This is an optimization exercise on Yosys and OpenROAD, whose aim is small area, a short achievable clock period and few clock cycles per item, not a production implementation. Where RTL was checked, it was by simulation tests only, not by an equivalence proof against the original.

==> v6 <==
==> flow/design.v <==
module aes_inv_sub_bytes (
  input  logic         i_clk,
  input  logic         i_rst,
  input  logic         i_valid,
  input  logic [127:0] i_data,
  output logic         o_ready,
  output logic         o_valid,
  input  logic         i_ready,
  output logic [127:0] o_data
);
  logic [127:0] mapped, in_q, skid_q, out_q, sub;
  logic         in_v_q, skid_v_q, out_v_q, ready_q;
  logic         take, out_free, in_load, skid_v_d;
  for (genvar k = 0; k < 16; k++) begin : g_byte
    aes_inv_sub_bytes_map u_map (.a(i_data[8*k +: 8]), .y(mapped[8*k +: 8]));
    aes_inv_sub_bytes_inv u_inv (.a(in_q[8*k +: 8]), .y(sub[8*k +: 8]));
  end
  assign take     = ready_q & i_valid;
  assign out_free = ~out_v_q | i_ready;             
  assign in_load  = out_free | ~in_v_q;             
  assign skid_v_d = skid_v_q ? ~out_free : (take & in_v_q & ~out_free);
  always_ff @(posedge i_clk or posedge i_rst) begin
    if (i_rst) begin
      in_v_q   <= 1'b0;
      skid_v_q <= 1'b0;
      out_v_q  <= 1'b0;
    end else begin
      if (out_free) out_v_q <= in_v_q;
      if (in_load)  in_v_q  <= skid_v_q | take;
      skid_v_q <= skid_v_d;
    end
  end
  always_ff @(posedge i_clk) ready_q <= ~skid_v_d;
  always_ff @(posedge i_clk) begin
    if (out_free) out_q  <= sub;
    if (in_load)  in_q   <= skid_v_q ? skid_q : mapped;
    if (!skid_v_q) skid_q <= mapped;
  end
  assign o_ready = ready_q;
  assign o_valid = out_v_q;
  assign o_data  = out_q;
endmodule
module aes_inv_sub_bytes_map (
  input  logic [7:0] a,
  output logic [7:0] y
);
  logic n0, n1, n2, n3, n4, n5, n6, n7, n8, n9, n10, n11, n12, n13, n14, n15, n16;
  assign n0 = a[1] ^ a[3];
  assign n1 = n0 ^ a[4];
  assign n2 = n1 ^ a[5];
  assign n3 = a[1] ^ a[4];
  assign n4 = n3 ^ a[6];
  assign n5 = a[2] ^ a[5];
  assign n6 = n5 ^ a[6];
  assign n7 = n6 ^ a[7];
  assign n8 = a[0] ^ a[1];
  assign n9 = n8 ^ a[7];
  assign n10 = ~a[1];
  assign n11 = n8 ^ a[5];
  assign n12 = ~n11;
  assign n13 = n8 ^ a[4];
  assign n14 = a[2] ^ a[4];
  assign n15 = n14 ^ a[5];
  assign n16 = ~n15;
  assign y = {n16, n13, n12, n10, n9, n7, n4, n2};
endmodule
module aes_inv_sub_bytes_inv (
  input  logic [7:0] a,
  output logic [7:0] y
);
  logic n0, n1, n2, n3, n4, n5, n6, n7, n8, n9, n10, n11, n12, n13, n14, n15, n16, n17, n18, n19, n20, n21, n22, n23, n24, n25, n26, n27, n28, n29, n30, n31, n32, n33, n34, n35, n36, n37, n38, n39, n40, n41, n42, n43, n44, n45, n46, n47, n48, n49, n50, n51, n52, n53, n54, n55, n56, n57, n58, n59, n60, n61, n62, n63, n64, n65, n66, n67, n68, n69, n70, n71, n72, n73, n74, n75, n76, n77, n78, n79, n80, n81, n82, n83, n84, n85, n86, n87, n88, n89, n90, n91, n92, n93, n94, n95, n96, n97, n98, n99, n100, n101, n102, n103, n104, n105, n106, n107, n108, n109, n110, n111, n112, n113, n114, n115, n116, n117, n118, n119, n120, n121, n122, n123, n124, n125, n126, n127, n128, n129, n130, n131, n132, n133, n134, n135, n136, n137, n138, n139, n140, n141, n142, n143, n144, n145, n146, n147, n148, n149, n150, n151, n152, n153, n154, n155, n156, n157, n158, n159, n160, n161, n162, n163, n164, n165, n166, n167, n168, n169, n170, n171, n172, n173, n174, n175, n176, n177, n178, n179, n180, n181;
  assign n0 = a[4] ^ a[0];
  assign n1 = a[5] ^ a[1];
  assign n2 = a[6] ^ a[2];
  assign n3 = a[7] ^ a[3];
  assign n4 = n2 ^ n0;
  assign n5 = n3 ^ n1;
  assign n6 = n5 ^ n4;
  assign n7 = n6 ^ n4;
  assign n8 = n7 ^ n6;
  assign n9 = n1 ^ n0;
  assign n10 = n9 ^ n0;
  assign n11 = n9 ^ n7;
  assign n12 = n10 ^ n8;
  assign n13 = n3 ^ n2;
  assign n14 = n13 ^ n2;
  assign n15 = n13 ^ n7;
  assign n16 = n14 ^ n8;
  assign n17 = n15 ^ n11;
  assign n18 = n16 ^ n12;
  assign n19 = n18 ^ n17;
  assign n20 = n17 ^ n19;
  assign n21 = n12 ^ n11;
  assign n22 = n12 ^ n17;
  assign n23 = n21 ^ n20;
  assign n24 = n16 ^ n15;
  assign n25 = n24 ^ n15;
  assign n26 = n15 ^ n17;
  assign n27 = n25 ^ n20;
  assign n28 = a[6] ^ a[4];
  assign n29 = a[7] ^ a[5];
  assign n30 = a[2] ^ a[0];
  assign n31 = a[3] ^ a[1];
  assign n32 = n29 ^ n28;
  assign n33 = n31 ^ n30;
  assign n34 = n32 & n33;
  assign n35 = n28 & n30;
  assign n36 = n29 & n31;
  assign n37 = n36 ^ n35;
  assign n38 = n34 ^ n35;
  assign n39 = n38 ^ n37;
  assign n40 = a[5] ^ a[4];
  assign n41 = a[1] ^ a[0];
  assign n42 = n40 & n41;
  assign n43 = a[4] & a[0];
  assign n44 = a[5] & a[1];
  assign n45 = n44 ^ n43;
  assign n46 = n42 ^ n43;
  assign n47 = n45 ^ n38;
  assign n48 = n46 ^ n39;
  assign n49 = a[7] ^ a[6];
  assign n50 = a[3] ^ a[2];
  assign n51 = n49 & n50;
  assign n52 = a[6] & a[2];
  assign n53 = a[7] & a[3];
  assign n54 = n53 ^ n52;
  assign n55 = n51 ^ n52;
  assign n56 = n54 ^ n38;
  assign n57 = n55 ^ n39;
  assign n58 = n22 ^ n47;
  assign n59 = n23 ^ n48;
  assign n60 = n26 ^ n56;
  assign n61 = n27 ^ n57;
  assign n62 = ~n58;
  assign n63 = ~n59;
  assign n64 = ~n60;
  assign n65 = ~n61;
  assign n66 = n62 & n63;
  assign n67 = n66 & n60;
  assign n68 = n67 & n65;
  assign n69 = n58 & n63;
  assign n70 = n69 & n60;
  assign n71 = n70 & n65;
  assign n72 = n68 | n71;
  assign n73 = n62 & n59;
  assign n74 = n73 & n60;
  assign n75 = n74 & n65;
  assign n76 = n72 | n75;
  assign n77 = n58 & n59;
  assign n78 = n77 & n60;
  assign n79 = n78 & n65;
  assign n80 = n76 | n79;
  assign n81 = n73 & n64;
  assign n82 = n81 & n61;
  assign n83 = n80 | n82;
  assign n84 = n77 & n64;
  assign n85 = n84 & n61;
  assign n86 = n83 | n85;
  assign n87 = n67 & n61;
  assign n88 = n86 | n87;
  assign n89 = n74 & n61;
  assign n90 = n88 | n89;
  assign n91 = n68 | n79;
  assign n92 = n66 & n64;
  assign n93 = n92 & n61;
  assign n94 = n91 | n93;
  assign n95 = n69 & n64;
  assign n96 = n95 & n61;
  assign n97 = n94 | n96;
  assign n98 = n97 | n82;
  assign n99 = n98 | n85;
  assign n100 = n70 & n61;
  assign n101 = n99 | n100;
  assign n102 = n78 & n61;
  assign n103 = n101 | n102;
  assign n104 = n95 & n65;
  assign n105 = n84 & n65;
  assign n106 = n104 | n105;
  assign n107 = n106 | n71;
  assign n108 = n107 | n96;
  assign n109 = n108 | n82;
  assign n110 = n109 | n85;
  assign n111 = n110 | n100;
  assign n112 = n111 | n89;
  assign n113 = n81 & n65;
  assign n114 = n104 | n113;
  assign n115 = n114 | n75;
  assign n116 = n115 | n79;
  assign n117 = n116 | n82;
  assign n118 = n117 | n100;
  assign n119 = n118 | n89;
  assign n120 = n119 | n102;
  assign n121 = n112 ^ n90;
  assign n122 = n120 ^ n103;
  assign n123 = n122 ^ n121;
  assign n124 = n123 & n32;
  assign n125 = n121 & n28;
  assign n126 = n122 & n29;
  assign n127 = n126 ^ n125;
  assign n128 = n124 ^ n125;
  assign n129 = n128 ^ n127;
  assign n130 = n103 ^ n90;
  assign n131 = n130 & n40;
  assign n132 = n90 & a[4];
  assign n133 = n103 & a[5];
  assign n134 = n133 ^ n132;
  assign n135 = n131 ^ n132;
  assign n136 = n134 ^ n128;
  assign n137 = n135 ^ n129;
  assign n138 = n120 ^ n112;
  assign n139 = n138 & n49;
  assign n140 = n112 & a[6];
  assign n141 = n120 & a[7];
  assign n142 = n141 ^ n140;
  assign n143 = n139 ^ n140;
  assign n144 = n142 ^ n128;
  assign n145 = n143 ^ n129;
  assign n146 = n123 & n33;
  assign n147 = n121 & n30;
  assign n148 = n122 & n31;
  assign n149 = n148 ^ n147;
  assign n150 = n146 ^ n147;
  assign n151 = n150 ^ n149;
  assign n152 = n130 & n41;
  assign n153 = n90 & a[0];
  assign n154 = n103 & a[1];
  assign n155 = n154 ^ n153;
  assign n156 = n152 ^ n153;
  assign n157 = n155 ^ n150;
  assign n158 = n156 ^ n151;
  assign n159 = n138 & n50;
  assign n160 = n112 & a[2];
  assign n161 = n120 & a[3];
  assign n162 = n161 ^ n160;
  assign n163 = n159 ^ n160;
  assign n164 = n162 ^ n150;
  assign n165 = n163 ^ n151;
  assign n166 = n145 ^ n164;
  assign n167 = n166 ^ n165;
  assign n168 = n136 ^ n137;
  assign n169 = n168 ^ n157;
  assign n170 = n169 ^ n158;
  assign n171 = n145 ^ n157;
  assign n172 = n171 ^ n164;
  assign n173 = n157 ^ n164;
  assign n174 = n173 ^ n165;
  assign n175 = n136 ^ n144;
  assign n176 = n175 ^ n145;
  assign n177 = n176 ^ n158;
  assign n178 = n177 ^ n165;
  assign n179 = n145 ^ n158;
  assign n180 = n179 ^ n165;
  assign n181 = n136 ^ n164;
  assign y = {n137, n181, n180, n178, n174, n172, n170, n167};
endmodule
==> flow/flow/run.sh <==
#!/bin/bash
# Standard ORFS layout (the standard.sh), except that:
#  - Yosys's final ABC technology mapping uses flow/map.abc instead of ORFS's speed script
#    (all other synthesis steps, and so the registers and their names, are the standard ones);
#  - the make variables listed in flow/make_args (one VAR=value per line) are added.
set -euo pipefail
W=$PWD
{
  cat <<'TCL'
proc abc {args} {
  set i [lsearch -exact $args -script]
  if {$i >= 0} { lset args [expr {$i + 1}] $::env(FLOW_ABC_SCRIPT) }
  yosys abc {*}$args
}
TCL
  cat "$W/synth_recipe.tcl"
} > "$W/flow_synth.tcl"
sed "s#$W/synth_recipe.tcl#$W/flow_synth.tcl#g" "$W/standard.sh" > "$W/flow_standard.sh"
grep -q flow_synth.tcl "$W/flow_standard.sh"
export FLOW_ABC_SCRIPT="$W/flow/map.abc"
args=()
if [[ -f "$W/flow/make_args" ]]; then
  while IFS= read -r line; do
    [[ -n "$line" && "$line" != \#* ]] && args+=("$line")
  done < "$W/flow/make_args"
fi
bash "$W/flow_standard.sh" "${args[@]}" finish > "$W/flow_make.log" 2>&1
==> flow/flow/make_args <==
BUFFER_PORTS_ARGS=-buffer_cell sky130_fd_sc_hd__buf_1
SETUP_SLACK_MARGIN=15.0
==> flow/flow/map.abc <==
&get -n
&st
&dch -f
&nf -R 1000
&put
==> flow/standard.sh <==
#!/bin/bash
# synth_recipe.tcl (not shown) runs the flow's synth.tcl, then flattens the netlist and writes it again
# the make line also repeats each setting of config.mk as NAME=value (left out here)
make -C /OpenROAD-flow-scripts/flow DESIGN_CONFIG=/design/flow/config.mk WORK_HOME=/design/flow/orfs CLKGATE_MAP_FILE= SYNTH_SCRIPT=/design/flow/synth_recipe.tcl "${@:-finish}"
==> flow/config.mk <==
export PLATFORM = sky130hd
export DESIGN_NAME = aes_inv_sub_bytes
export DESIGN_NICKNAME = aes_inv_sub_bytes
export VERILOG_FILES = /design/flow/design.v
export SDC_FILE = /design/flow/constraint.sdc
export NUM_CORES = 4
export LEC_CHECK = 0
export CAP_MARGIN = 20
export CORE_MARGIN = 2
export CORE_UTILIZATION = 75
export CTS_BUF_LIST = sky130_fd_sc_hd__clkbuf_8
export CTS_CLUSTER_DIAMETER = 50
export CTS_CLUSTER_SIZE = 14
export PLACE_DENSITY = 0.85
export SLEW_MARGIN = 20
==> flow/constraint.sdc <==
create_clock -name core_clock -period 20.0 [get_ports {i_clk}]
set_input_delay 4.0000 -clock core_clock [delete_from_list [all_inputs] [get_ports {i_clk}]]
set_output_delay 4.0000 -clock core_clock [all_outputs]
set_load 0.01 [all_outputs]
==> v35 (differences from v6) <==
--- a/flow/design.v
+++ b/flow/design.v
@@ -26,2 +26,3 @@
       out_v_q  <= 1'b0;
+      ready_q  <= 1'b1;
     end else begin
@@ -30,5 +31,5 @@
       skid_v_q <= skid_v_d;
+      ready_q  <= ~skid_v_d;
     end
   end
-  always_ff @(posedge i_clk) ready_q <= ~skid_v_d;
   always_ff @(posedge i_clk) begin
==> flow/flow/make_args (replaced) <==
BUFFER_PORTS_ARGS=-buffer_cell sky130_fd_sc_hd__buf_1
SETUP_SLACK_MARGIN=14.5
- CORE_UTILIZATION: 75 -> 65
- PLACE_DENSITY: 0.85 -> 0.75
==> v28 (differences from v6) <==
==> flow/flow/make_args (replaced) <==
BUFFER_PORTS_ARGS=-buffer_cell sky130_fd_sc_hd__buf_1
SETUP_SLACK_MARGIN=14.8
- CORE_UTILIZATION: 75 -> 65
- PLACE_DENSITY: 0.85 -> 0.75
==> v22 (differences from v6) <==
==> flow/design.v, changed modules only <==
module aes_inv_sub_bytes_map (
  input  logic [7:0] a,
  output logic [7:0] y
);
  logic n0, n1, n2, n3, n4, n5, n6, n7, n8, n9, n10, n11, n12, n13, n14, n15, n16;
  assign n0 = a[0] ^ a[1];
  assign n1 = n0 ^ a[4];
  assign n2 = a[2] ^ a[4];
  assign n3 = n2 ^ a[5];
  assign n4 = ~n3;
  assign n5 = ~a[1];
  assign n6 = n0 ^ a[5];
  assign n7 = ~n6;
  assign n8 = a[2] ^ a[5];
  assign n9 = n8 ^ a[6];
  assign n10 = n9 ^ a[7];
  assign n11 = n0 ^ a[7];
  assign n12 = a[1] ^ a[3];
  assign n13 = n12 ^ a[4];
  assign n14 = n13 ^ a[5];
  assign n15 = a[1] ^ a[4];
  assign n16 = n15 ^ a[6];
  assign y = {n16, n14, n11, n10, n7, n5, n4, n1};
endmodule
module aes_inv_sub_bytes_inv (
  input  logic [7:0] a,
  output logic [7:0] y
);
  logic n0, n1, n2, n3, n4, n5, n6, n7, n8, n9, n10, n11, n12, n13, n14, n15, n16, n17, n18, n19, n20, n21, n22, n23, n24, n25, n26, n27, n28, n29, n30, n31, n32, n33, n34, n35, n36, n37, n38, n39, n40, n41, n42, n43, n44, n45, n46, n47, n48, n49, n50, n51, n52, n53, n54, n55, n56, n57, n58, n59, n60, n61, n62, n63, n64, n65, n66, n67, n68, n69, n70, n71, n72, n73, n74, n75, n76, n77, n78, n79, n80, n81, n82, n83, n84, n85, n86, n87, n88, n89, n90, n91, n92, n93, n94, n95, n96, n97, n98, n99, n100, n101, n102, n103, n104, n105, n106, n107, n108, n109, n110, n111, n112, n113, n114, n115, n116, n117, n118, n119, n120, n121, n122, n123, n124, n125, n126, n127, n128, n129, n130, n131, n132, n133, n134, n135, n136, n137, n138, n139, n140, n141, n142, n143, n144, n145, n146, n147, n148, n149, n150, n151, n152, n153, n154, n155, n156, n157, n158, n159, n160, n161, n162, n163, n164, n165, n166, n167, n168, n169, n170, n171, n172, n173, n174, n175, n176, n177, n178, n179;
  assign n0 = a[4] ^ a[0];
  assign n1 = a[5] ^ a[1];
  assign n2 = a[6] ^ a[2];
  assign n3 = a[7] ^ a[3];
  assign n4 = n2 ^ n0;
  assign n5 = n3 ^ n1;
  assign n6 = n5 ^ n4;
  assign n7 = n6 ^ n4;
  assign n8 = n7 ^ n6;
  assign n9 = n1 ^ n0;
  assign n10 = n9 ^ n0;
  assign n11 = n9 ^ n7;
  assign n12 = n10 ^ n8;
  assign n13 = n3 ^ n2;
  assign n14 = n13 ^ n2;
  assign n15 = n13 ^ n7;
  assign n16 = n14 ^ n8;
  assign n17 = n15 ^ n11;
  assign n18 = n16 ^ n12;
  assign n19 = n18 ^ n17;
  assign n20 = n17 ^ n19;
  assign n21 = n12 ^ n11;
  assign n22 = n21 ^ n11;
  assign n23 = n11 ^ n17;
  assign n24 = n22 ^ n20;
  assign n25 = n16 ^ n15;
  assign n26 = n16 ^ n17;
  assign n27 = n25 ^ n20;
  assign n28 = a[6] ^ a[4];
  assign n29 = a[7] ^ a[5];
  assign n30 = a[2] ^ a[0];
  assign n31 = a[3] ^ a[1];
  assign n32 = n29 ^ n28;
  assign n33 = n31 ^ n30;
  assign n34 = n32 & n33;
  assign n35 = n28 & n30;
  assign n36 = n29 & n31;
  assign n37 = n36 ^ n35;
  assign n38 = n34 ^ n35;
  assign n39 = n38 ^ n37;
  assign n40 = a[5] ^ a[4];
  assign n41 = a[1] ^ a[0];
  assign n42 = n40 & n41;
  assign n43 = a[4] & a[0];
  assign n44 = a[5] & a[1];
  assign n45 = n44 ^ n43;
  assign n46 = n42 ^ n43;
  assign n47 = n45 ^ n38;
  assign n48 = n46 ^ n39;
  assign n49 = a[7] ^ a[6];
  assign n50 = a[3] ^ a[2];
  assign n51 = n49 & n50;
  assign n52 = a[6] & a[2];
  assign n53 = a[7] & a[3];
  assign n54 = n53 ^ n52;
  assign n55 = n51 ^ n52;
  assign n56 = n54 ^ n38;
  assign n57 = n55 ^ n39;
  assign n58 = n23 ^ n47;
  assign n59 = n24 ^ n48;
  assign n60 = n26 ^ n56;
  assign n61 = n27 ^ n57;
  assign n62 = ~n58;
  assign n63 = ~n59;
  assign n64 = ~n60;
  assign n65 = ~n61;
  assign n66 = n62 & n63;
  assign n67 = n66 & n60;
  assign n68 = n67 & n65;
  assign n69 = n58 & n63;
  assign n70 = n69 & n60;
  assign n71 = n70 & n65;
  assign n72 = n68 | n71;
  assign n73 = n62 & n59;
  assign n74 = n73 & n60;
  assign n75 = n74 & n65;
  assign n76 = n72 | n75;
  assign n77 = n58 & n59;
  assign n78 = n77 & n60;
  assign n79 = n78 & n65;
  assign n80 = n76 | n79;
  assign n81 = n73 & n64;
  assign n82 = n81 & n61;
  assign n83 = n80 | n82;
  assign n84 = n77 & n64;
  assign n85 = n84 & n61;
  assign n86 = n83 | n85;
  assign n87 = n67 & n61;
  assign n88 = n86 | n87;
  assign n89 = n74 & n61;
  assign n90 = n88 | n89;
  assign n91 = n68 | n79;
  assign n92 = n66 & n64;
  assign n93 = n92 & n61;
  assign n94 = n91 | n93;
  assign n95 = n69 & n64;
  assign n96 = n95 & n61;
  assign n97 = n94 | n96;
  assign n98 = n97 | n82;
  assign n99 = n98 | n85;
  assign n100 = n70 & n61;
  assign n101 = n99 | n100;
  assign n102 = n78 & n61;
  assign n103 = n101 | n102;
  assign n104 = n95 & n65;
  assign n105 = n84 & n65;
  assign n106 = n104 | n105;
  assign n107 = n106 | n71;
  assign n108 = n107 | n96;
  assign n109 = n108 | n82;
  assign n110 = n109 | n85;
  assign n111 = n110 | n100;
  assign n112 = n111 | n89;
  assign n113 = n81 & n65;
  assign n114 = n104 | n113;
  assign n115 = n114 | n75;
  assign n116 = n115 | n79;
  assign n117 = n116 | n82;
  assign n118 = n117 | n100;
  assign n119 = n118 | n89;
  assign n120 = n119 | n102;
  assign n121 = n112 ^ n90;
  assign n122 = n120 ^ n103;
  assign n123 = n122 ^ n121;
  assign n124 = n123 & n32;
  assign n125 = n121 & n28;
  assign n126 = n122 & n29;
  assign n127 = n126 ^ n125;
  assign n128 = n124 ^ n125;
  assign n129 = n128 ^ n127;
  assign n130 = n103 ^ n90;
  assign n131 = n130 & n40;
  assign n132 = n90 & a[4];
  assign n133 = n103 & a[5];
  assign n134 = n133 ^ n132;
  assign n135 = n131 ^ n132;
  assign n136 = n134 ^ n128;
  assign n137 = n135 ^ n129;
  assign n138 = n120 ^ n112;
  assign n139 = n138 & n49;
  assign n140 = n112 & a[6];
  assign n141 = n120 & a[7];
  assign n142 = n141 ^ n140;
  assign n143 = n139 ^ n140;
  assign n144 = n142 ^ n128;
  assign n145 = n143 ^ n129;
  assign n146 = n123 & n33;
  assign n147 = n121 & n30;
  assign n148 = n122 & n31;
  assign n149 = n148 ^ n147;
  assign n150 = n146 ^ n147;
  assign n151 = n150 ^ n149;
  assign n152 = n130 & n41;
  assign n153 = n90 & a[0];
  assign n154 = n103 & a[1];
  assign n155 = n154 ^ n153;
  assign n156 = n152 ^ n153;
  assign n157 = n155 ^ n150;
  assign n158 = n156 ^ n151;
  assign n159 = n138 & n50;
  assign n160 = n112 & a[2];
  assign n161 = n120 & a[3];
  assign n162 = n161 ^ n160;
  assign n163 = n159 ^ n160;
  assign n164 = n162 ^ n150;
  assign n165 = n163 ^ n151;
  assign n166 = n136 ^ n137;
  assign n167 = n166 ^ n158;
  assign n168 = n144 ^ n145;
  assign n169 = n168 ^ n164;
  assign n170 = n169 ^ n165;
  assign n171 = n136 ^ n144;
  assign n172 = n171 ^ n158;
  assign n173 = n166 ^ n144;
  assign n174 = n137 ^ n145;
  assign n175 = n174 ^ n157;
  assign n176 = n175 ^ n158;
  assign n177 = n176 ^ n164;
  assign n178 = n174 ^ n158;
  assign n179 = n136 ^ n164;
  assign y = {n165, n179, n178, n177, n173, n172, n170, n167};
endmodule
==> flow/flow/make_args (replaced) <==
BUFFER_PORTS_ARGS=-buffer_cell sky130_fd_sc_hd__buf_1
SETUP_SLACK_MARGIN=14.8
- CORE_UTILIZATION: 75 -> 65
- PLACE_DENSITY: 0.85 -> 0.75
==> run_summary.xml <==
<?xml version="1.0" encoding="UTF-8"?>
<metrics>
  <group name="routing">
    <metric name="avgViaCountPerCell" unit="">5.13</metric>
  </group>
  <group name="final_layout">
    <metric name="clkbuf_count" unit="">48</metric>
    <metric name="drive_gt1_frac" unit="">0.0274</metric>
    <metric name="multi_input_comb_area" unit="um^2">15100</metric>
  </group>
  <group name="synthesis">
    <metric name="yosysTopAreaCellShare" unit="">0.302</metric>
    <metric name="syn_area" unit="um^2">25500</metric>
    <metric name="synthTopCellsByArea" unit="">sky130_fd_sc_hd__edfxtp_1, sky130_fd_sc_hd__xnor2_1, sky130_fd_sc_hd__xor2_1, sky130_fd_sc_hd__dfxtp_1, sky130_fd_sc_hd__nand2_1</metric>
    <metric name="yosysUniqueCellTypes" unit="">21</metric>
  </group>
  <group name="timing">
    <metric name="maxClockFrequency" unit="GHz">0.187</metric>
  </group>
  <group name="die">
    <metric name="placementRows" unit="">72</metric>
    <metric name="die_width" unit="um">202</metric>
  </group>
  <group name="outcome">
    <metric name="run_status" unit="">timing/DRC/antenna clean</metric>
  </group>
  <group name="critical_path">
    <metric name="worst_path_largest_cell_delay" unit="ns">0.75</metric>
    <metric name="timing.critical_path.slowest_stage_cell" unit="">sky130_fd_sc_hd__buf_4</metric>
  </group>
</metrics>
(the above is from v35)
==> run_summary.xml <==
<?xml version="1.0" encoding="UTF-8"?>
<metrics>
  <group name="synthesis">
    <metric name="synthTopCellsByArea" unit="">sky130_fd_sc_hd__edfxtp_1, sky130_fd_sc_hd__xnor2_1, sky130_fd_sc_hd__xor2_1, sky130_fd_sc_hd__dfxtp_1, sky130_fd_sc_hd__nand2_1</metric>
    <metric name="yosysUniqueCellTypes" unit="">20</metric>
    <metric name="syn_area" unit="um^2">25500</metric>
    <metric name="yosysTopAreaCellShare" unit="">0.302</metric>
  </group>
  <group name="clock_network">
    <metric name="htreeDepth" unit="">2</metric>
  </group>
  <group name="die">
    <metric name="placementRows" unit="">67</metric>
    <metric name="die_width" unit="um">188</metric>
  </group>
  <group name="critical_path">
    <metric name="timing.critical_path.slowest_stage_cell" unit="">sky130_fd_sc_hd__edfxtp_1</metric>
    <metric name="worst_path_largest_cell_delay" unit="ns">0.45</metric>
    <metric name="regToRegEndpoint" unit="">out_q[60]</metric>
  </group>
  <group name="final_layout">
    <metric name="layout.area.top_class" unit="">multi-input gates</metric>
  </group>
  <group name="grt">
    <metric name="globalRouteMet2Util" unit="">0.514</metric>
  </group>
  <group name="routing">
    <metric name="detailedRoute.firstPassIterationCount" unit="">5</metric>
    <metric name="avgViaCountPerCell" unit="">5.39</metric>
  </group>
  <group name="outcome">
    <metric name="run_status" unit="">timing/DRC/antenna clean</metric>
  </group>
  <group name="hold_path">
    <metric name="hold-path-endpoint" unit="">skid_q[64]</metric>
  </group>
</metrics>
(the above is from v6)
==> run_summary.xml <==
<?xml version="1.0" encoding="UTF-8"?>
<metrics>
  <group name="routing">
    <metric name="avgViaCountPerCell" unit="">5.08</metric>
    <metric name="detail_route.wl_per_cell" unit="um">14.3</metric>
  </group>
  <group name="critical_path">
    <metric name="timing.critical_path.slowest_stage_cell" unit="">sky130_fd_sc_hd__edfxtp_1</metric>
    <metric name="worst_path_largest_cell_delay" unit="ns">0.45</metric>
  </group>
  <group name="final_layout">
    <metric name="drive_gt1_frac" unit="">0.0475</metric>
    <metric name="multi_input_comb_area" unit="um^2">15400</metric>
  </group>
  <group name="die">
    <metric name="die_width" unit="um">203</metric>
    <metric name="placementRows" unit="">72</metric>
  </group>
  <group name="synthesis">
    <metric name="yosysTopAreaCellShare" unit="">0.310</metric>
    <metric name="syn_area" unit="um^2">25700</metric>
    <metric name="yosysUniqueCellTypes" unit="">23</metric>
  </group>
  <group name="outcome">
    <metric name="run_status" unit="">timing/DRC/antenna clean</metric>
  </group>
</metrics>
(the above is from v22)
==> run_summary.xml <==
<?xml version="1.0" encoding="UTF-8"?>
<metrics>
  <group name="outcome">
    <metric name="run_status" unit="">timing/DRC/antenna clean</metric>
  </group>
  <group name="final_layout">
    <metric name="multi_input_comb_area" unit="um^2">15100</metric>
    <metric name="nonClockInverterCount" unit="">21</metric>
    <metric name="clkbuf_count" unit="">44</metric>
    <metric name="drive_gt1_frac" unit="">0.0380</metric>
  </group>
  <group name="routing">
    <metric name="avgViaCountPerCell" unit="">5.11</metric>
  </group>
  <group name="synthesis">
    <metric name="yosysUniqueCellTypes" unit="">20</metric>
    <metric name="yosysTopAreaCellShare" unit="">0.302</metric>
    <metric name="syn_area" unit="um^2">25500</metric>
  </group>
  <group name="critical_path">
    <metric name="timing.critical_path.slowest_stage_cell" unit="">sky130_fd_sc_hd__edfxtp_1</metric>
    <metric name="worst_path_largest_cell_delay" unit="ns">0.47</metric>
  </group>
  <group name="timing">
    <metric name="maxClockFrequency" unit="GHz">0.190</metric>
  </group>
  <group name="die">
    <metric name="placementRows" unit="">72</metric>
  </group>
</metrics>
(the above is from v28)
Testbench counts of v6, summed over its fixed seeds: cycles 400, items 384.
Testbench counts of v28, summed over its fixed seeds: cycles 400, items 384.
Function not checked in v35 and v22: the RTL went through the layout flow alone.

## afterwards: timing with drivers on the ports
In the flow no input, the clock included, has a driving cell. The finished layouts below were timed again as built, in two steps.
Step 1: set_driving_cell puts a clkbuf_16 on i_clk and a buf_2 on each other input, an assumption about the parent block.
Step 2 adds t to the input delays and takes it off the output delays; t is the mean of the earliest and latest rising clock arrival at the registers after step 1. Input paths then give back, and output paths get back, about the clock's delay inside the block.
Slacks: ideal / step 1 / step 2; pairs: ideal / step 1.
run	t, ns	slack for setup (ns)	worst setup path at the end	worst register clock-pin slew, ns	worst slew at a driven data input, ns
v6	0.662	14.793 / 14.741 / 14.417	input to register	0.09 / 0.09	0.09
v35	0.671	14.652 / 14.617 / 14.010	input to register	0.09 / 0.09	0.07
v28	0.672	14.749 / 14.695 / 14.427	input to register	0.09 / 0.09	0.08
v22	0.671	14.783 / 14.729 / 14.409	input to register	0.09 / 0.09	0.08
After both steps every run listed still meets setup and hold. The setup slack of v35, which loses most, moves by -0.035 ns with the drivers and by -0.642 ns with both steps.
